This design comes from an exercise in tuning for small area, a short achievable clock period and few clock cycles per item on the open sky130 flow, not from production work. Function was not checked in any run shown here: the RTL went through the layout flow alone.

===== flow/run.sh =====
#!/bin/bash
# synth_recipe.tcl (not shown) runs the flow's synth.tcl, then flattens the netlist and writes it again
# the make line also repeats each setting of config.mk as NAME=value (left out here)
make -C /OpenROAD-flow-scripts/flow DESIGN_CONFIG=/design/flow/config.mk WORK_HOME=/design/flow/orfs CLKGATE_MAP_FILE= SYNTH_SCRIPT=/design/flow/synth_recipe.tcl finish

===== flow/config.mk =====
export PLATFORM = sky130hd
export DESIGN_NAME = ex_top
export DESIGN_NICKNAME = ex_top
export VERILOG_FILES = /design/flow/design.v
export SDC_FILE = /design/flow/constraint.sdc
export NUM_CORES = 4
export LEC_CHECK = 0
export CAP_MARGIN = 20
export CORE_MARGIN = 2
export CORE_UTILIZATION = 40
export SLEW_MARGIN = 20

===== flow/constraint.sdc =====
create_clock -name core_clock -period 13.0 [get_ports {clk}]
set_input_delay 2.6000 -clock core_clock [delete_from_list [all_inputs] [get_ports {clk}]]
set_output_delay 2.6000 -clock core_clock [all_outputs]
set_load 0.01 [all_outputs]

===== flow/design.v =====
package ex_pkg;
  localparam int unsigned XLEN    = 32;
  localparam int unsigned RADDR_W = 5;
  typedef enum logic [3:0] {
    OP_ADD   = 4'd0,
    OP_SUB   = 4'd1,
    OP_AND   = 4'd2,
    OP_OR    = 4'd3,
    OP_XOR   = 4'd4,
    OP_SLL   = 4'd5,
    OP_SRL   = 4'd6,
    OP_SRA   = 4'd7,
    OP_SLT   = 4'd8,
    OP_SLTU  = 4'd9,
    OP_MUL   = 4'd10,
    OP_MULH  = 4'd11,
    OP_MULHU = 4'd12,
    OP_CLROV = 4'd13
  } op_field_e;
  typedef enum logic [3:0] {
    ALU_NOP,
    ALU_ADD,
    ALU_SUB,
    ALU_AND,
    ALU_OR,
    ALU_XOR,
    ALU_SLL,
    ALU_SRL,
    ALU_SRA,
    ALU_SLT,
    ALU_SLTU
  } alu_op_e;
  typedef enum logic [1:0] {
    MUL_LO,
    MUL_HSS,
    MUL_HUU
  } mul_op_e;
endpackage
module ex_decoder
(
  input  logic [3:0] op_i,
  output logic       mul_o,     
  output logic       mh_o,      
  output logic       mhu_o,     
  output logic       sum_o,     
  output logic       sub_o,     
  output logic       ovf_o,     
  output logic       and_o,
  output logic       or_o,
  output logic       xor_o,
  output logic       sll_o,
  output logic       srl_o,     
  output logic       sra_o,
  output logic       slt_o,
  output logic       sltu_o,
  output logic       clr_o,     
  output logic       ill_o      
);
  always_comb begin
    mul_o  = (op_i == 4'd10) | (op_i == 4'd11) | (op_i == 4'd12);
    mh_o   = (op_i == 4'd11);
    mhu_o  = (op_i == 4'd12);
    sum_o  = (op_i == 4'd0) | (op_i == 4'd1);
    sub_o  = (op_i == 4'd1) | (op_i == 4'd8) | (op_i == 4'd9);
    ovf_o  = (op_i == 4'd0) | (op_i == 4'd1);
    and_o  = (op_i == 4'd2);
    or_o   = (op_i == 4'd3);
    xor_o  = (op_i == 4'd4);
    sll_o  = (op_i == 4'd5);
    srl_o  = (op_i == 4'd6) | (op_i == 4'd7);
    sra_o  = (op_i == 4'd7);
    slt_o  = (op_i == 4'd8);
    sltu_o = (op_i == 4'd9);
    clr_o  = (op_i == 4'd13);
    ill_o  = (op_i == 4'd14) | (op_i == 4'd15);
  end
endmodule
module ex_alu
(
  input  logic [31:0] a_i,
  input  logic [31:0] b_i,
  input  logic        cin_i,     
  input  logic        sum_i,
  input  logic        sub_i,
  input  logic        ovf_i,
  input  logic        and_i,
  input  logic        or_i,
  input  logic        xor_i,
  input  logic        sll_i,
  input  logic        srl_i,
  input  logic        sra_i,
  input  logic        slt_i,
  input  logic        sltu_i,
  output logic [31:0] result_o,
  output logic        overflow_o
);
  logic [31:0] b_x;
  logic [33:0] sum_w;
  logic [31:0] sum;
  logic        cout;
  logic        lt_s, lt_u;
  logic [31:0] a_rev, sh_in, sh_out, sh_rev;
  logic        sh_fill;
  assign b_x   = b_i ^ {32{sub_i}};
  assign sum_w = {1'b0, a_i, 1'b1} + {1'b0, b_x, sub_i | cin_i};
  assign sum   = sum_w[32:1];
  assign cout  = sum_w[33];
  assign overflow_o = ovf_i & (a_i[31] == b_x[31]) & (sum[31] != a_i[31]);
  assign lt_u = ~cout;
  assign lt_s = (a_i[31] != b_i[31]) ? a_i[31] : sum[31];
  always_comb begin
    for (int i = 0; i < 32; i++) a_rev[i] = a_i[31-i];
  end
  assign sh_in   = sll_i ? a_rev : a_i;
  assign sh_fill = sra_i & a_i[31];
  assign sh_out  = $unsigned($signed({sh_fill, sh_in}) >>> b_i[4:0]);
  always_comb begin
    for (int i = 0; i < 32; i++) sh_rev[i] = sh_out[31-i];
  end
  assign result_o = ({32{sum_i}} & sum) |
                    ({32{and_i}} & (a_i & b_i)) |
                    ({32{or_i}}  & (a_i | b_i)) |
                    ({32{xor_i}} & (a_i ^ b_i)) |
                    ({32{sll_i}} & sh_rev) |
                    ({32{srl_i}} & sh_out) |
                    {31'd0, (slt_i & lt_s) | (sltu_i & lt_u)};
endmodule
module ex_mult
#(
  parameter int unsigned K = 8
) (
  input  logic [32:0]    hs_i,      
  input  logic [32:0]    hc_i,
  input  logic           cin_i,     
  input  logic [31:0]    a_i,       
  input  logic           a_sgn_i,   
  input  logic [K/2-1:0] one_i,     
  input  logic [K/2-1:0] two_i,     
  input  logic [K/2-1:0] neg_i,     
  input  logic           corr_i,    
  input  logic           first_i,
  input  logic           last_i,
  output logic [32:0]    hs_o,
  output logic [32:0]    hc_o,
  output logic           cout_o,
  output logic [K-1:0]   l_o        
);
  localparam int W = K + 33;
  localparam int D = K / 2;
  localparam int N = D + 4;    
  localparam logic [W-1:0] BIAS  = W'(64'd5726623062);
  localparam logic [W-1:0] ROWS  = W'(64'h4_0000_0000 * ((64'd1 << (2 * D)) - 64'd1) / 64'd3);
  localparam logic [W-1:0] K_MID   = W'(BIAS * ((64'd1 << K) - 64'd1)) - ROWS;
  localparam logic [W-1:0] K_FIRST = K_MID + BIAS;
  localparam logic [W-1:0] K_LAST  = W'(0) - BIAS - ROWS;
  function automatic integer count_at(input integer lvl);
    integer n, i;
    begin
      n = N;
      for (i = 0; i < lvl; i = i + 1) n = 2 * (n / 3) + (n % 3);
      count_at = n;
    end
  endfunction
  function automatic integer levels(input integer dummy);
    integer n, i, l;
    begin
      n = N;
      l = 0;
      for (i = 0; i < 16; i = i + 1) begin
        if (n > 2) begin
          n = 2 * (n / 3) + (n % 3);
          l = l + 1;
        end
      end
      levels = l;
    end
  endfunction
  localparam int L = levels(0);
  logic [32:0]  a_x;
  logic [W-1:0] ops [L+1][N];
  logic [W-1:0] negk;
  logic [W-1:0] kc;
  logic [W-1:0] corr;
  assign a_x = {a_sgn_i & a_i[31], a_i};
  genvar j;
  generate
    for (j = 0; j < D; j++) begin : g_row
      logic [34:0] mag, v;
      assign mag = ({35{one_i[j]}} & {a_x[32], a_x[32], a_x}) |
                   ({35{two_i[j]}} & {a_x[32], a_x, 1'b0});
      assign v   = mag ^ {35{neg_i[j]}};
      assign ops[0][j] = W'({~v[34], v[33:0]}) << (2 * j);
    end
  endgenerate
  assign kc = first_i ? K_FIRST : (last_i ? K_LAST : K_MID);
  always_comb begin
    negk = kc;
    for (int i = 0; i < D; i++) negk[2*i] = neg_i[i];
  end
  assign corr = {(corr_i ? a_x : 33'd0), {(K-1){1'b0}}, cin_i};
  assign ops[0][D]   = W'(hs_i);
  assign ops[0][D+1] = W'(hc_i);
  assign ops[0][D+2] = negk;
  assign ops[0][D+3] = corr;
  genvar l, g;
  generate
    for (l = 0; l < L; l++) begin : g_lvl
      localparam int NI = count_at(l);
      localparam int NG = NI / 3;
      for (g = 0; g < NG; g++) begin : g_csa
        logic [W-1:0] x, y, z;
        assign x = ops[l][3*g];
        assign y = ops[l][3*g+1];
        assign z = ops[l][3*g+2];
        assign ops[l+1][2*g]   = x ^ y ^ z;
        assign ops[l+1][2*g+1] = {((x[W-2:0] & y[W-2:0]) | (x[W-2:0] & z[W-2:0]) | (y[W-2:0] & z[W-2:0])), 1'b0};
      end
      for (g = 3 * NG; g < NI; g++) begin : g_pass
        assign ops[l+1][2*NG + g - 3*NG] = ops[l][g];
      end
      for (g = count_at(l + 1); g < N; g++) begin : g_zero
        assign ops[l+1][g] = '0;
      end
    end
  endgenerate
  logic [K:0] low;
  assign low    = {1'b0, ops[L][0][K-1:0]} + {1'b0, ops[L][1][K-1:0]};
  assign l_o    = low[K-1:0];
  assign cout_o = low[K];
  assign hs_o   = ops[L][0][W-1:K];
  assign hc_o   = ops[L][1][W-1:K];
endmodule
module ex_top
#(
  parameter int unsigned K = 8
) (
  input  logic               clk,
  input  logic               rst_n,
  input  logic               issue_valid_i,
  output logic               issue_ready_o,
  input  ex_pkg::op_field_e          issue_op_i,
  input  logic [ex_pkg::RADDR_W-1:0] issue_rd_i,
  input  logic [ex_pkg::XLEN-1:0]    issue_a_i,
  input  logic [ex_pkg::XLEN-1:0]    issue_b_i,
  output logic               wb_valid_o,
  input  logic               wb_ready_i,
  output logic [ex_pkg::RADDR_W-1:0] wb_rd_o,
  output logic               wb_we_o,
  output logic [ex_pkg::XLEN-1:0]    wb_data_o,
  output logic               wb_illegal_o,
  output logic               ovf_o,
  output logic               mul_busy_o
);
  localparam int unsigned S  = 32 / K;
  localparam int unsigned D  = K / 2;
  localparam int unsigned CW = (S > 1) ? $clog2(S) : 1;
  logic          rdy_q;
  logic          v1_q;
  logic [4:0]    rd1_q;
  logic [31:0]   a1_q;
  logic [31:0]   b1_q;
  logic          c_mul, c_mh, c_mhu, c_sum, c_sub, c_ovf, c_and, c_or, c_xor;
  logic          c_sll, c_srl, c_sra, c_slt, c_sltu, c_clr, c_ill;
  logic [D-1:0]  bo_q, bt_q, bn_q;    
  logic          cin_q;
  logic [CW-1:0] cnt_q;
  logic          hv_q, hwe_q, hill_q, ovf_q;
  logic [4:0]    hrd_q;
  logic [31:0]   hd_q;
  logic          sv_q, swe_q, sill_q, sf_q;
  logic [4:0]    srd_q;
  logic [31:0]   sd_q;
  logic          sx_q;
  logic [32:0]   hc_q;
  logic          spec_q;
  logic          busy_q;
  logic i_mul, i_mh, i_mhu, i_sum, i_sub, i_ovf, i_and, i_or, i_xor;
  logic i_sll, i_srl, i_sra, i_slt, i_sltu, i_clr, i_ill;
  ex_decoder i_dec (
    .op_i   (issue_op_i),
    .mul_o  (i_mul),
    .mh_o   (i_mh),
    .mhu_o  (i_mhu),
    .sum_o  (i_sum),
    .sub_o  (i_sub),
    .ovf_o  (i_ovf),
    .and_o  (i_and),
    .or_o   (i_or),
    .xor_o  (i_xor),
    .sll_o  (i_sll),
    .srl_o  (i_srl),
    .sra_o  (i_sra),
    .slt_o  (i_slt),
    .sltu_o (i_sltu),
    .clr_o  (i_clr),
    .ill_o  (i_ill)
  );
  logic [31:0] alu_res;
  logic        alu_ovf;
  logic        alu_flag;
  logic        c_we;
  ex_alu i_alu (
    .a_i        (a1_q),
    .b_i        (b1_q),
    .cin_i      (cin_q),
    .sum_i      (c_sum),
    .sub_i      (c_sub),
    .ovf_i      (c_ovf),
    .and_i      (c_and),
    .or_i       (c_or),
    .xor_i      (c_xor),
    .sll_i      (c_sll),
    .srl_i      (c_srl),
    .sra_i      (c_sra),
    .slt_i      (c_slt),
    .sltu_i     (c_sltu),
    .result_o   (alu_res),
    .overflow_o (alu_ovf)
  );
  assign alu_flag = ~c_clr & (alu_ovf | spec_q);
  assign c_we     = ~c_clr & ~c_ill;
  logic          first, last;
  logic [32:0]   hs_new, hc_new;
  logic          cout;
  logic [K-1:0]  l_new;
  logic [31:0]   lo_word;
  assign first = (cnt_q == '0);
  assign last  = (cnt_q == CW'(S - 1));
  ex_mult #(.K(K)) i_mult (
    .hs_i    (first ? 33'd0 : {sx_q, sd_q}),
    .hc_i    (first ? 33'd0 : hc_q),
    .cin_i   (cin_q),
    .a_i     (a1_q),
    .a_sgn_i (c_mh),
    .one_i   (bo_q),
    .two_i   (bt_q),
    .neg_i   (bn_q),
    .corr_i  (c_mhu & last & b1_q[K-1]),
    .first_i (first),
    .last_i  (last),
    .hs_o    (hs_new),
    .hc_o    (hc_new),
    .cout_o  (cout),
    .l_o     (l_new)
  );
  assign lo_word = {l_new, b1_q[31:K]};
  logic [K-1:0] nx_chunk;
  logic         nx_low;
  logic [D-1:0] nx_one, nx_two, nx_neg;
  assign nx_chunk = rdy_q ? issue_b_i[K-1:0] : b1_q[2*K-1:K];
  assign nx_low   = rdy_q ? 1'b0 : b1_q[K-1];
  always_comb begin
    for (int j = 0; j < D; j++) begin
      logic x2, x1, x0;
      x2 = nx_chunk[2*j+1];
      x1 = nx_chunk[2*j];
      x0 = (j == 0) ? nx_low : nx_chunk[2*j-1];
      nx_one[j] = x1 ^ x0;
      nx_two[j] = (x2 & ~x1 & ~x0) | (~x2 & x1 & x0);
      nx_neg[j] = x2 & ~(x1 & x0);
    end
  end
  logic [31:0] res;
  logic        res_v, head_free, res_go, to_second, mul_go, fin_hi;
  assign res       = alu_res | ({32{c_mul & last}} & lo_word);
  assign res_v     = v1_q & (~c_mul | (last & ~c_mh & ~c_mhu));
  assign head_free = ~hv_q | wb_ready_i;
  assign res_go    = res_v & (~sv_q | head_free);
  assign to_second = res_v & (sv_q == head_free);
  assign mul_go    = v1_q & c_mul & (~first | ~sv_q);
  assign fin_hi    = v1_q & c_mul & last & (c_mh | c_mhu);
  logic          v1_d, sv_d, mul_d, lo_d;
  logic [CW-1:0] cnt_d;
  assign v1_d  = rdy_q ? issue_valid_i : (v1_q & ~res_go);
  assign mul_d = rdy_q ? i_mul : (c_mul & ~fin_hi);
  assign lo_d  = rdy_q ? (~i_mh & ~i_mhu) : (~c_mh & ~c_mhu);
  assign cnt_d = mul_go ? (last ? '0 : cnt_q + 1'b1) : cnt_q;
  assign sv_d  = to_second | (sv_q & ~head_free);
  always_ff @(posedge clk or negedge rst_n) begin
    if (!rst_n) begin
      rdy_q  <= 1'b1;
      v1_q   <= 1'b0;
      cnt_q  <= '0;
      hv_q   <= 1'b0;
      sv_q   <= 1'b0;
      ovf_q  <= 1'b0;
      spec_q <= 1'b0;
      busy_q <= 1'b0;
    end else begin
      v1_q   <= v1_d;
      cnt_q  <= cnt_d;
      sv_q   <= sv_d;
      busy_q <= v1_d & mul_d;
      rdy_q  <= ~v1_d | (~mul_d & ~sv_d) | (mul_d & lo_d & (cnt_d == CW'(S - 1)));
      if (res_go) spec_q <= alu_flag;
      if (head_free) begin
        hv_q  <= sv_q | res_v;
        ovf_q <= sv_q ? sf_q : (res_v ? alu_flag : spec_q);
      end
      if (to_second) sf_q <= alu_flag;
    end
  end
  always_ff @(posedge clk) begin
    if (rdy_q) begin
      rd1_q  <= issue_rd_i;
      a1_q   <= issue_a_i;
      b1_q   <= issue_b_i;
      cin_q  <= 1'b0;
      c_mul  <= i_mul;
      c_mh   <= i_mh;
      c_mhu  <= i_mhu;
      c_sum  <= i_sum;
      c_sub  <= i_sub;
      c_ovf  <= i_ovf;
      c_and  <= i_and;
      c_or   <= i_or;
      c_xor  <= i_xor;
      c_sll  <= i_sll;
      c_srl  <= i_srl;
      c_sra  <= i_sra;
      c_slt  <= i_slt;
      c_sltu <= i_sltu;
      c_clr  <= i_clr;
      c_ill  <= i_ill;
    end else if (fin_hi) begin
      a1_q   <= hs_new[31:0];
      b1_q   <= hc_new[31:0];
      cin_q  <= cout;
      c_mul  <= 1'b0;
      c_sum  <= 1'b1;
    end else if (mul_go) begin
      b1_q   <= lo_word;
      cin_q  <= cout;
    end
    if (rdy_q | mul_go) begin
      bo_q <= nx_one;
      bt_q <= nx_two;
      bn_q <= nx_neg;
    end
    hc_q <= hc_new;
  end
  always_ff @(posedge clk) begin
    if (head_free) begin
      if (sv_q) begin
        hd_q   <= sd_q;
        hrd_q  <= srd_q;
        hwe_q  <= swe_q;
        hill_q <= sill_q;
      end else begin
        hd_q   <= res;
        hrd_q  <= rd1_q;
        hwe_q  <= c_mul | c_we;
        hill_q <= ~c_mul & c_ill;
      end
    end
    if (to_second) begin
      sd_q   <= res;
      srd_q  <= rd1_q;
      swe_q  <= c_mul | c_we;
      sill_q <= ~c_mul & c_ill;
    end else if (mul_go) begin
      sd_q   <= hs_new[31:0];
    end
    if (mul_go) sx_q <= hs_new[32];
  end
  assign issue_ready_o = rdy_q;
  assign wb_valid_o    = hv_q;
  assign wb_rd_o       = hrd_q;
  assign wb_we_o       = hwe_q;
  assign wb_data_o     = hd_q;
  assign wb_illegal_o  = hill_q;
  assign ovf_o         = ovf_q;
  assign mul_busy_o    = busy_q;
endmodule

==> results of run 1 <==
[registers in the layout, indices dropped and copies added, names as in the netlist, 5 cells and up]
| name | count |
|---|---|
| hrd_q | 5 |
| hd_q | 32 |
| rd1_q | 5 |
| b1_q | 32 |
| hc_q | 33 |
| a1_q | 32 |
| sd_q | 32 |
| srd_q | 5 |
[final cells by class]
cell class | instances | area [sq um] | share of cell area
inverter | 287 | 1080 | 0.0398
timing repair buffer | 183 | 1710 | 0.0632
sequential | 220 | 6230 | 0.230
antenna | 1 | 2.50 | 0.0000924
multi-input combinational | 1795 | 16000 | 0.592
tap | 773 | 967 | 0.0357
clock inverter | 14 | 195 | 0.00721
clock buffer | 42 | 876 | 0.0323
[through the flow]
stage                util  worst slack, ns  std cells  hold WS (ns)  area, sq um
floorplan               -             7.46       2488         0.422        24100
global placement    0.437             7.01       3256         0.438        25900
detailed placement  0.437             6.95       3256         0.453        25900
CTS                 0.455             7.13       3312         0.468        27000
global route        0.456             6.90       3314         0.482        27100
finish              0.456             7.26       3315         0.465        27100
[cells in the mapped netlist, drive strengths merged (36+ instances only)]
master    n  area (sq um)
inv     284          1070
mux4     43          1010
o21ai   142           711
mux2     92          1040
buf      36           246
mux2i    72           733
nor2     95           357
xnor2   113           990
edfxtp  177          5320
a22oi   129           968
fa      195          3900
a21oi    95           475
ha      139          1740
nand2   281          1050
xor2     85           744
clkbuf  150           567
[layer usage]
metal	global-route usage	vias to the layer above
li1	-	8714
met3	0.0659	265
met4	0.128	0
met5	0	-
met1	0.425	10409
met2	0.490	1313
[cell families after synthesis]
| group | after synthesis | share of synthesized area |
|---|---|---|
| compound gates | 548 | 0.151 |
| fa+ha+maj | 334 | 0.234 |
| xor+xnor | 198 | 0.0719 |
| simple gates | 508 | 0.0910 |
| mux | 207 | 0.116 |
| flops | 220 | 0.258 |
| buf+inv | 473 | 0.0784 |
[worst reg2reg max path, stage by stage (launching register included)]
cell and delay, ns:
dfrtp_1 0.41, inv_1 0.07, ha_1 0.53, inv_2 0.44, buf_4 0.47, ha_1 0.37, inv_1 0.06, fa_1 0.53
inv_1 0.06, fa_1 0.49, fa_1 0.45, a21o_1 0.17, a21oi_1 0.20, xor2_1 0.30, o211ai_1 0.15, a221o_1 0.28
a211o_1 0.25, mux2i_1 0.15, o31ai_1 0.09
[cells in the final DEF (no fill, tap or decap), types with 30 or more instances in the layout]
cell type,netlist,layout
a21oi_1,95,95
clkbuf_16,0,30
a22oi_1,129,129
inv_1,281,281
fa_1,195,195
nand2_1,281,280
nor2_1,95,94
dfxtp_1,34,34
xor2_1,85,85
xnor2_1,113,113
mux2i_1,71,71
edfxtp_1,177,177
mux2_2,89,89
mux4_2,32,32
o21ai_0,139,139
ha_1,139,139
buf_4,5,62
clkdlybuf4s50_1,0,119
[path summary, 6_finish.rpt]
path / startpoint / endpoint / cells after the start
worst max-delay path: cnt_q[0] / sd_q[30] / 18
worst min-delay path: rd1_q[2] / srd_q[2] / 0
worst max register to register: cnt_q[0] / sd_q[30] / 18
worst min register to register: rd1_q[2] / srd_q[2] / 0
max in group asynchronous: rst_n / rdy_q / 1
min in group asynchronous: rst_n / cnt_q[0] / 1
==> out/qor.csv, run 1 <==
stage,metric,value,unit
drt,topRoutingLayerUsed,met4,
critical_path,crit_buf_inv,5,
clocking,root_buffer,clkbuf_16,
clocking,ctsHoldBuffers,0,
die,core_area,59400,sq um
die,die_area,62200,sq um
drt,wl_met2,44.1,mm
clocking,cts_resized,0,
timing,slew_viol_final,0,
drt,met3WireLength,10.9,mm
final_layout,area_growth,12.4,%
timing,tns,0,ns
logic_synthesis,synth_cells,2488,
clocking,cts_max_path_buffers,3,
drt,first_pass_iters,7,
place,io_buffers,119,
critical_path,max_stage_delay,0.53,ns
logic_synthesis,synth_cell_types,82,
job,cap_violations,0,
grt,antenna_found_initial,5,
drt,num_vias,20701,
timing,worstMarginPinSlew,1.18,ns
clocking,cts_tree,yes,
final_layout,layout-drive-gt1-share,0.104,
die,die_x,249,um
logic_synthesis,yosysSeqAreaShare,0.258,
min_path,worstHoldPathType,flop to flop,
critical_path,worst_ep_required_time,13.34,ns
die,die_y,249,um
clocking,cts_buffers,30,
logic_synthesis,synth_edf_count,177,
timing,period_needed,5.74,ns
drt,ant_nets,0,
place,dp_hpwl,73.5,mm
logic_synthesis,ys_seq_elements,220,
die,floorplan.initialDensity,0.406,
timing,fmax,174,MHz
timing,hold_violations,0,
critical_path,slowest_stage,ha_1,
timing,setup_viol,0,
final_layout,fillers,5660,
clocking,cts.clk_slew.worst_paths,0.06,ns
drt,wl_per_cell,30.0,um
logic_synthesis,synth_area,24100,sq um
logic_synthesis,async_flop_share,0.0409,
final_layout,layout.nets,2928,
timing,rsz0062_at_grt,false,
logic_synthesis,syn_nets,2899,
die,ios,120,
clocking,postCtsSetupBuffers,0,
drt,drc,0,
run_status,outcome,finished clean,
grt,grt_util_all_layers,0.314,
drt,wirelength_met1,39.4,mm
critical_path,cp_top_family,adder cells,
drt,drt-initial-drc-count,2510,
grt,grt_pass1_vias,20378,
grt,grt_overflow,0,
critical_path,critPathMaxFanout,42,
logic_synthesis,syn_avg_cell_area,9.69,sq um
drt,wl,99.4,mm
timing,final.setup_skew,0.0152,ns
grt,grt_max_degree,82,
clocking,cts.sinks,220,
grt,grt_pass1_wl,143,mm
critical_path,start_kind,flop,
clocking,clk_latency,0.62,ns
timing,fin_crit_sh,0.442,
critical_path,worstSetupPathType,flop to flop,
clocking,h-tree-depth,1,
logic_synthesis,yosysWarnings,5,
die,num_rows,89,
logic_synthesis,ys.flop_type,edfxtp_1,
place,gp_congestion,0.989,
drt,vias_per_cell,6.24,
critical_path,reg2reg_slack,7.26,ns
critical_path,arrival,6.08,ns
critical_path,cp-end-kind,flop,
critical_path,cp_cell_sequence,inv_1 -> ha_1 -> inv_2 -> buf_4 -> ha_1 -> inv_1 -> fa_1 -> inv_1 -> fa_1 -> fa_1 -> a21o_1 -> a21oi_1 -> xor2_1 -> o211ai_1 -> a221o_1 -> a211o_1 -> mux2i_1 -> o31ai_1,
timing,max-slew-margin-rel,0.210,
==> run 2, diff against run 1 <==
--- a/flow/design.v
+++ b/flow/design.v
@@ -232,7 +232,7 @@
 endmodule
 module ex_top
 #(
-  parameter int unsigned K = 8
+  parameter int unsigned K = 16
 ) (
   input  logic               clk,
   input  logic               rst_n,
==> run 2 against run 1 <==
Sequential cell count grew 11. Highest routed layer is now met5. Wire length grew 29%. Clock skew grew 0.024 ns. Register-to-register slack lost 0.81 ns. Worst setup slack lost 0.81 ns. Final area grew 26%. Critical path type unchanged. Critical path depth is the same. Cell count grew 31%.
==> out/qor.csv, run 2 <==
stage,metric,value,unit,change
run_status,outcome,finished clean,,
die,die_y,284,um,+14%
drt,vias_per_cell,6.15,,-1.5%
logic_synthesis,ys.flop_type,edfxtp_1,,
timing,hold_violations,0,,unchanged
drt,wl,128,mm,+29%
grt,antenna_found_initial,7,,+2
critical_path,reg2reg_from,a1_q[2],,
critical_path,arrival,6.93,ns,+0.85 ns
logic_synthesis,synth_fa_ha_area_frac,0.275,,+0.0407
timing,rsz0062_at_grt,false,,
clocking,root_buffer,clkbuf_16,,
grt,grt_max_degree,68,,-17%
drt,wl_per_cell,29.5,um,-1.7%
timing,fin_crit_sh,0.504,,+0.0626
logic_synthesis,syn_avg_cell_area,9.42,sq um,-2.8%
min_path,min_from,rd1_q[1],,
drt,num_vias,26774,,+29%
logic_synthesis,synthMuxAreaShare,0.0794,,-0.0362
die,num_rows,102,,+15%
logic_synthesis,post-synth-top-count-cell,inv_1,,
timing,period_needed,6.56,ns,+0.814 ns
timing,max-slew-margin-rel,0.227,,+0.0170
place,io_buffers,119,,unchanged
die,ios,120,,unchanged
final_layout,layout.nets,3868,,+32%
final_layout,regMostFlops,hc_q,,
clocking,h-tree-depth,1,,unchanged
logic_synthesis,ys_seq_elements,231,,+5.0%
critical_path,start_kind,flop,,
clocking,ctsHoldBuffers,0,,unchanged
timing,slew_viol_final,0,,unchanged
critical_path,worst_ep_required_time,13.37,ns,+0.03 ns
logic_synthesis,netlist_top_cells_area,"fa_1 19%, edfxtp_1 18%, ha_1 8.0%",,
logic_synthesis,synth_compound_area_frac,0.164,,+0.0128
clocking,cts_max_path_buffers,3,,unchanged
timing,tns,0,ns,unchanged
logic_synthesis,synth_top_family_by_area,adder cells,,
logic_synthesis,yosysTopAreaCell,fa_1,,
logic_synthesis,synth_area,31400,sq um,+30%
min_path,hold_end,srd_q[1],,
critical_path,cp-end-kind,flop,,
clocking,cts_resized,0,,unchanged
drt,drt-initial-drc-count,4017,,+60%
logic_synthesis,yosysWarnings,5,,unchanged
logic_synthesis,synthSimpleGateAreaFrac,0.0824,,-0.00862
grt,grt_overflow,0,,unchanged
timing,final.setup_skew,0.0389,ns,+0.0238 ns
clocking,cts.clk_slew.worst_paths,0.07,ns,about the same
critical_path,r2r_end,sd_q[29],,
clocking,postCtsSetupBuffers,0,,unchanged
place,gp_congestion,1.06,,+7.5%
logic_synthesis,synth_top_area_share,0.195,,-0.0258
timing,setup_viol,0,,unchanged
logic_synthesis,syn_nets,3913,,+35%
min_path,worstHoldPathType,flop to flop,,
clocking,cts.sinks,231,,+5.0%
logic_synthesis,async_flop_share,0.0346,,-0.00628
logic_synthesis,yosysSeqAreaShare,0.209,,-0.0491
final_layout,final_common_cell,inv_1,,
final_layout,layout_common_cells,"425 x inv_1, 305 x fa_1, 287 x xnor2_1, 252 x a22oi_1, 234 x nand2_1",,
critical_path,critPathMaxFanout,25,,-40%
critical_path,worstSetupPathType,flop to flop,,
die,floorplan.initialDensity,0.404,,-0.00190
grt,grt_util_all_layers,0.314,,about the same
drt,drc,0,,unchanged
place,dpl_cell_area,33300,sq um,+28%
clocking,cts_tree,yes,,
logic_synthesis,synth_cell_types,87,,+6.1%
place,dp_hpwl,94.2,mm,+28%
timing,worstMarginPinSlew,1.15,ns,-0.0324 ns
clocking,cts_buffers,28,,-6.7%
job,cap_violations,0,,unchanged
final_layout,layout-drive-gt1-share,0.0841,,-0.0194
final_layout,area_growth,9.09,%,
drt,first_pass_iters,6,,-1
logic_synthesis,synth_edf_count,189,,+6.8%
final_layout,post-route-cell-area,34200,sq um,+26%
grt,grt_pass1_wl,186,mm,+30%
logic_synthesis,yosys-top-cells-count,"426 x inv_1, 305 x fa_1, 287 x xnor2_1, 252 x a22oi_1, 235 x nand2_1",,
critical_path,reg2reg_slack,6.44,ns,-0.81 ns
die,core_area,77600,sq um,+31%
min_path,whs_path_depth,0,,unchanged
grt,grt_pass1_vias,26009,,+28%
die,die_area,80700,sq um,+30%
final_layout,largest_register_ffs,33,,unchanged
logic_synthesis,synth_xor_area_frac,0.101,,+0.0286
die,die_x,284,um,+14%
timing,fmax,153,MHz,-12%
drt,ant_nets,0,,unchanged
logic_synthesis,synth_cells,3330,,+34%
critical_path,reg2reg_depth,18,,unchanged
clocking,clk_latency,0.62,ns,about the same
==> run 2: cell types whose count changed after synthesis, moves of 46 or more <==
cell and delta:
a22oi_1 +123, fa_1 +110, ha_1 +62, inv_1 +145, nand2_1 -46, xnor2_1 +174
==> run 2: worst max path at each step <==
stage	startpoint	endpoint	slack, ns
after floorplan	a1_q[3]	hd_q[29]	7.01
after global placement	a1_q[2]	hd_q[29]	6.59
after detailed placement	a1_q[2]	hd_q[29]	6.54
after CTS	a1_q[2]	hd_q[29]	6.54
after global routing	a1_q[2]	hd_q[29]	6.19
final	a1_q[2]	sd_q[29]	6.44
==> run 2: kinds of logic after synthesis <==
logic type               count (synthesis)
AO/OA/AOI/OAI                          764
XOR/XNOR                               360
adder cells (fa/ha/maj)                506
buffers and inverters                  714
flip-flops                             231
multiplexers                           191
AND/OR/NAND/NOR                        564
==> run 2: cell type report <==
| type | instances | area, sq um |
|---|---|---|
| timing repair buffer | 207 | 1850 |
| sequential | 231 | 6560 |
| fill | 7595 | 43400 |
| antenna | 4 | 10.0 |
| clock buffer | 33 | 719 |
| tap | 1040 | 1300 |
| clock inverter | 19 | 163 |
| inverter | 432 | 1620 |
| multi-input combinational | 2385 | 22000 |
==> run 2: through the flow <==
stage	std cells	utilization	hold WS [ns]	worst slack (ns)
2_1_floorplan	3330	-	0.422	7.01
3_3_place_gp	4295	0.429	0.425	6.59
3_5_place_dp	4295	0.429	0.434	6.54
4_1_cts	4347	0.441	0.444	6.54
5_1_grt	4347	0.441	0.460	6.19
6_report	4351	0.441	0.439	6.44
==> run 2: routing by layer <==
layer | vias up | track usage | part of all wire
li1 | 11298 | - | -
met1 | 13191 | 0.431 | 0.40
met2 | 1948 | 0.458 | 0.42
met3 | 333 | 0.0942 | 0.13
met4 | 4 | 0.133 | 0.052
met5 | - | 0 | 0.00029
==> run 2: critical path: stages (launching register included) <==
cell and delay, ns:
edfxtp_1 0.99, a22oi_1 0.18, xnor2_1 0.21, fa_1 0.57, inv_1 0.05, fa_1 0.44, fa_1 0.52, fa_1 0.43
fa_1 0.50, inv_1 0.04, ha_1 0.32, or2_2 0.30, o311a_1 0.14, and3_1 0.20, nor2_1 0.13, xnor2_1 0.23
a32o_1 0.27, or4b_1 0.50, mux2_2 0.29
==> run 3, diff against run 2 <==
--- a/flow/design.v
+++ b/flow/design.v
@@ -232,7 +232,7 @@
 endmodule
 module ex_top
 #(
-  parameter int unsigned K = 16
+  parameter int unsigned K = 8
 ) (
   input  logic               clk,
   input  logic               rst_n,
==> flow/flow/run.sh (new file) <==
#!/bin/bash
# Standard layout, with timing repair aimed below the clock period
set -e
export SETUP_SLACK_MARGIN=8
bash standard.sh > standard.log 2>&1
==> flow/standard.sh (new file) <==
#!/bin/bash
# synth_recipe.tcl (not shown) runs the flow's synth.tcl, then flattens the netlist and writes it again
# the make line also repeats each setting of config.mk as NAME=value (left out here)
make -C /OpenROAD-flow-scripts/flow DESIGN_CONFIG=/design/flow/config.mk WORK_HOME=/design/flow/orfs CLKGATE_MAP_FILE= SYNTH_SCRIPT=/design/flow/synth_recipe.tcl "${@:-finish}"
removed: flow/run.sh
==> run 3 against run 2 <==
Still clean on timing, DRC and antenna. Sequential share of layout area grew 3.6 points. Global-route usage about the same. Clock-buffer cell count grew 4. Synthesized cell count is 25% lower. Non-clock buffer count decreased by 1. Largest cell class unchanged. Highest routed layer is now met4.
==> out/qor.csv, run 3 <==
stage,metric,value,unit,change
place,placed_cells,3254,,-24%
timing,period_needed,5.03,ns,-1.53 ns
timing,rsz0062_at_grt,true,,
final_layout,stdcell_count,3333,,-23%
place,gp_congestion,0.997,,-6.2%
logic_synthesis,synth_area,24100,sq um,-23%
timing,fmax,199,MHz,+30%
die,core_area,59400,sq um,-24%
timing,fin_crit_sh,0.387,,-0.117
timing,worstMarginPinSlew,1.26,ns,+0.110 ns
logic_synthesis,yosys-top-cells-count,"281 x inv_1, 281 x nand2_1, 195 x fa_1, 177 x edfxtp_1, 149 x clkbuf_1",,
grt,grt_overflow,0,,unchanged
logic_synthesis,ys_seq_elements,220,,-4.8%
timing,max-slew-margin-rel,0.147,,-0.0803
drt,wl_per_cell,29.9,um,+1.4%
critical_path,start_kind,flop,,
logic_synthesis,yosysSeqAreaShare,0.258,,+0.0491
critical_path,cp-end-kind,flop,,
min_path,worstHoldPathType,flop to flop,,
die,ios,120,,unchanged
logic_synthesis,synth_cell_types,82,,-5.7%
final_layout,layout_common_cells,"280 x inv_1, 279 x nand2_1, 193 x fa_1, 177 x edfxtp_1, 139 x o21ai_0",,
place,io_buffers,119,,unchanged
die,die_y,249,um,-12%
final_layout,regMostFlops,hc_q,,
die,floorplan.initialDensity,0.406,,+0.00190
drt,first_pass_iters,7,,+1
critical_path,arrival,5.34,ns,-1.59 ns
grt,grt_pass1_vias,20728,,-20%
logic_synthesis,synth_top_area_share,0.221,,+0.0258
clocking,ctsHoldBuffers,0,,unchanged
logic_synthesis,yosysTopAreaCell,edfxtp_1,,
grt,antenna_found_initial,5,,-2
clocking,root_buffer,clkbuf_16,,
final_layout,post-route-util,0.460,,+0.0192
timing,hold_violations,0,,unchanged
drt,drc,0,,unchanged
timing,final.setup_skew,0.0275,ns,-0.0115 ns
drt,wl,99.6,mm,-22%
critical_path,worst_ep_required_time,13.31,ns,-0.06 ns
job,cap_violations,0,,unchanged
drt,ant_nets,0,,unchanged
clocking,clk_latency,0.58,ns,-0.04 ns
clocking,cts_buffers,27,,-3.6%
clocking,cts.clk_slew.worst_paths,0.07,ns,about the same
timing,setup_viol,0,,unchanged
logic_synthesis,synth_cells,2488,,-25%
final_layout,layout-drive-gt1-share,0.113,,+0.0289
die,die_x,249,um,-12%
logic_synthesis,synth_edf_count,177,,-6.3%
timing,worst_hold_slack,0.454,ns,+0.0146 ns
final_layout,largest_register_ffs,33,,unchanged
clocking,h-tree-depth,1,,unchanged
final_layout,area_growth,13.3,%,
clocking,cts.sinks,220,,-4.8%
die,die_area,62200,sq um,-23%
final_layout,fillers,5634,,-26%
run_status,outcome,finished clean,,
grt,grt_pass1_wl,143,mm,-23%
critical_path,reg2reg_slack,7.97,ns,+1.53 ns
logic_synthesis,yosysWarnings,5,,unchanged
drt,vias_per_cell,6.22,,+1.0%
timing,slew_viol_final,0,,unchanged
die,num_rows,89,,-13%
final_layout,layout.nets,2948,,-24%
logic_synthesis,syn_nets,2899,,-26%
clocking,cts_tree,yes,,
timing,tns,0,ns,unchanged
clocking,cts_max_path_buffers,3,,unchanged
drt,drt-initial-drc-count,2542,,-37%
drt,num_vias,20720,,-23%
place,dp_hpwl,73.2,mm,-22%
critical_path,critPathMaxFanout,6,,-76%
logic_synthesis,async_flop_share,0.0409,,+0.00628
logic_synthesis,syn_avg_cell_area,9.69,sq um,+2.9%
grt,grt_max_degree,64,,-5.9%
logic_synthesis,netlist_top_cells_area,"edfxtp_1 22%, fa_1 16%, ha_1 7.2%",,
final_layout,final_common_cell,inv_1,,
critical_path,worstSetupPathType,flop to flop,,
grt,grt_util_all_layers,0.314,,about the same
logic_synthesis,ys.flop_type,edfxtp_1,,
-- run 3: changes by cell type in the layout (fill, tap and decap cells not counted), sizes merged, moves of 43 or more --
| cell | delta |
|---|---|
| xnor2 | -174 |
| inv | -144 |
| a22oi | -123 |
| fa | -110 |
| ha | -62 |
| nand2 | +46 |
| and2 | -43 |
-- run 3: logic make-up after synthesis --
logic type	Yosys count	share of synthesized area
buffers and inverters	473	0.0784
multiplexers	207	0.116
flip-flops	220	0.258
XOR/XNOR	198	0.0719
adder cells (fa/ha/maj)	334	0.234
AO/OA/AOI/OAI	548	0.151
AND/OR/NAND/NOR	508	0.0910
-- run 3: layer usage --
metal	GRT usage	up-vias	wire length [um]
met3	0.0781	293	11200
met2	0.480	1325	43400
li1	-	8758	-
met1	0.416	10344	39200
met4	0.154	0	5850
met5	0	-	0
-- run 3: path summary, 6_finish.rpt --
check | from | end | cells past startpoint
worst max-delay path | a1_q[2] | sd_q[30] | 16
worst min-delay path | rd1_q[2] | srd_q[2] | 0
worst max register to register | a1_q[2] | sd_q[30] | 16
worst min register to register | rd1_q[2] | srd_q[2] | 0
max in group asynchronous | rst_n | sv_q | 1
min in group asynchronous | rst_n | ovf_q | 1
-- run 3: worst max-delay path: stages (launching register included) --
cell and delay (ns):
edfxtp_1 0.54, a22oi_2 0.25, xor2_1 0.21, fa_1 0.46, fa_1 0.55, fa_1 0.45, fa_1 0.51, inv_2 0.05
ha_4 0.24, a21o_1 0.21, a21oi_4 0.16, xor2_2 0.20, o211ai_1 0.13, a221o_1 0.29, a211o_1 0.27, mux2i_1 0.16
o31ai_1 0.09
-- run 3: stage by stage --
| step | cell area (sq um) | setup WS (ns) |
|---|---|---|
| 5_1_grt | 27300 | 7.81 |
| 4_1_cts | 27100 | 7.95 |
| 6_report | 27300 | 7.97 |
| 2_1_floorplan | 24100 | 8.00 |
| 3_3_place_gp | 25900 | 7.04 |
| 3_5_place_dp | 25900 | 6.98 |
-- run 3: final cells by class --
class	instances	area, sq um	share of cell area
diodes	2	5.00	0.000183
clock buffers	37	743	0.0272
clock inverters	13	146	0.00536
inverters	287	1110	0.0405
multi-input cells	1795	16100	0.590
flip-flops and latches	220	6230	0.228
well taps	773	967	0.0354
repair buffers	206	1990	0.0730
-- run 3: timing repair --
item                                    4_1_cts  5_1_grt
endpoints found under the setup margin       89       47
pin swaps                                     7        4
gates resized for setup                      27       28
gates cloned                                  1        0
buffers inserted                             21        5

[port drivers added, routing unchanged]
No port has a modelled driver above. Below, the same layouts with a new extraction and two added sets of constraints. Step 1: set_driving_cell puts a clkbuf_16 on clk and a buf_2 on each other input, an assumption about the parent block. Step 2 times the ports against the registers' clock, not the clock port: input delays grow and output delays shrink by t, the midpoint of the rising clock arrivals with the driver on. Slacks: ideal ports / drivers / drivers and shift; pairs: ideal ports / drivers.
run | t (ns) | setup WS [ns] | worst data-port slew with drivers (ns)
run 1 | 0.669 | 7.259 / 7.259 / 6.944 | 0.07
run 2 | 0.663 | 6.445 / 6.445 / 6.445 | 0.06
run 3 | 0.628 | 7.971 / 7.971 / 7.533 | 0.08
After both steps every run listed still meets setup and hold. For run 3, which loses most, drivers alone change the setup slack by 0.000 ns; drivers and shift together by -0.438 ns.
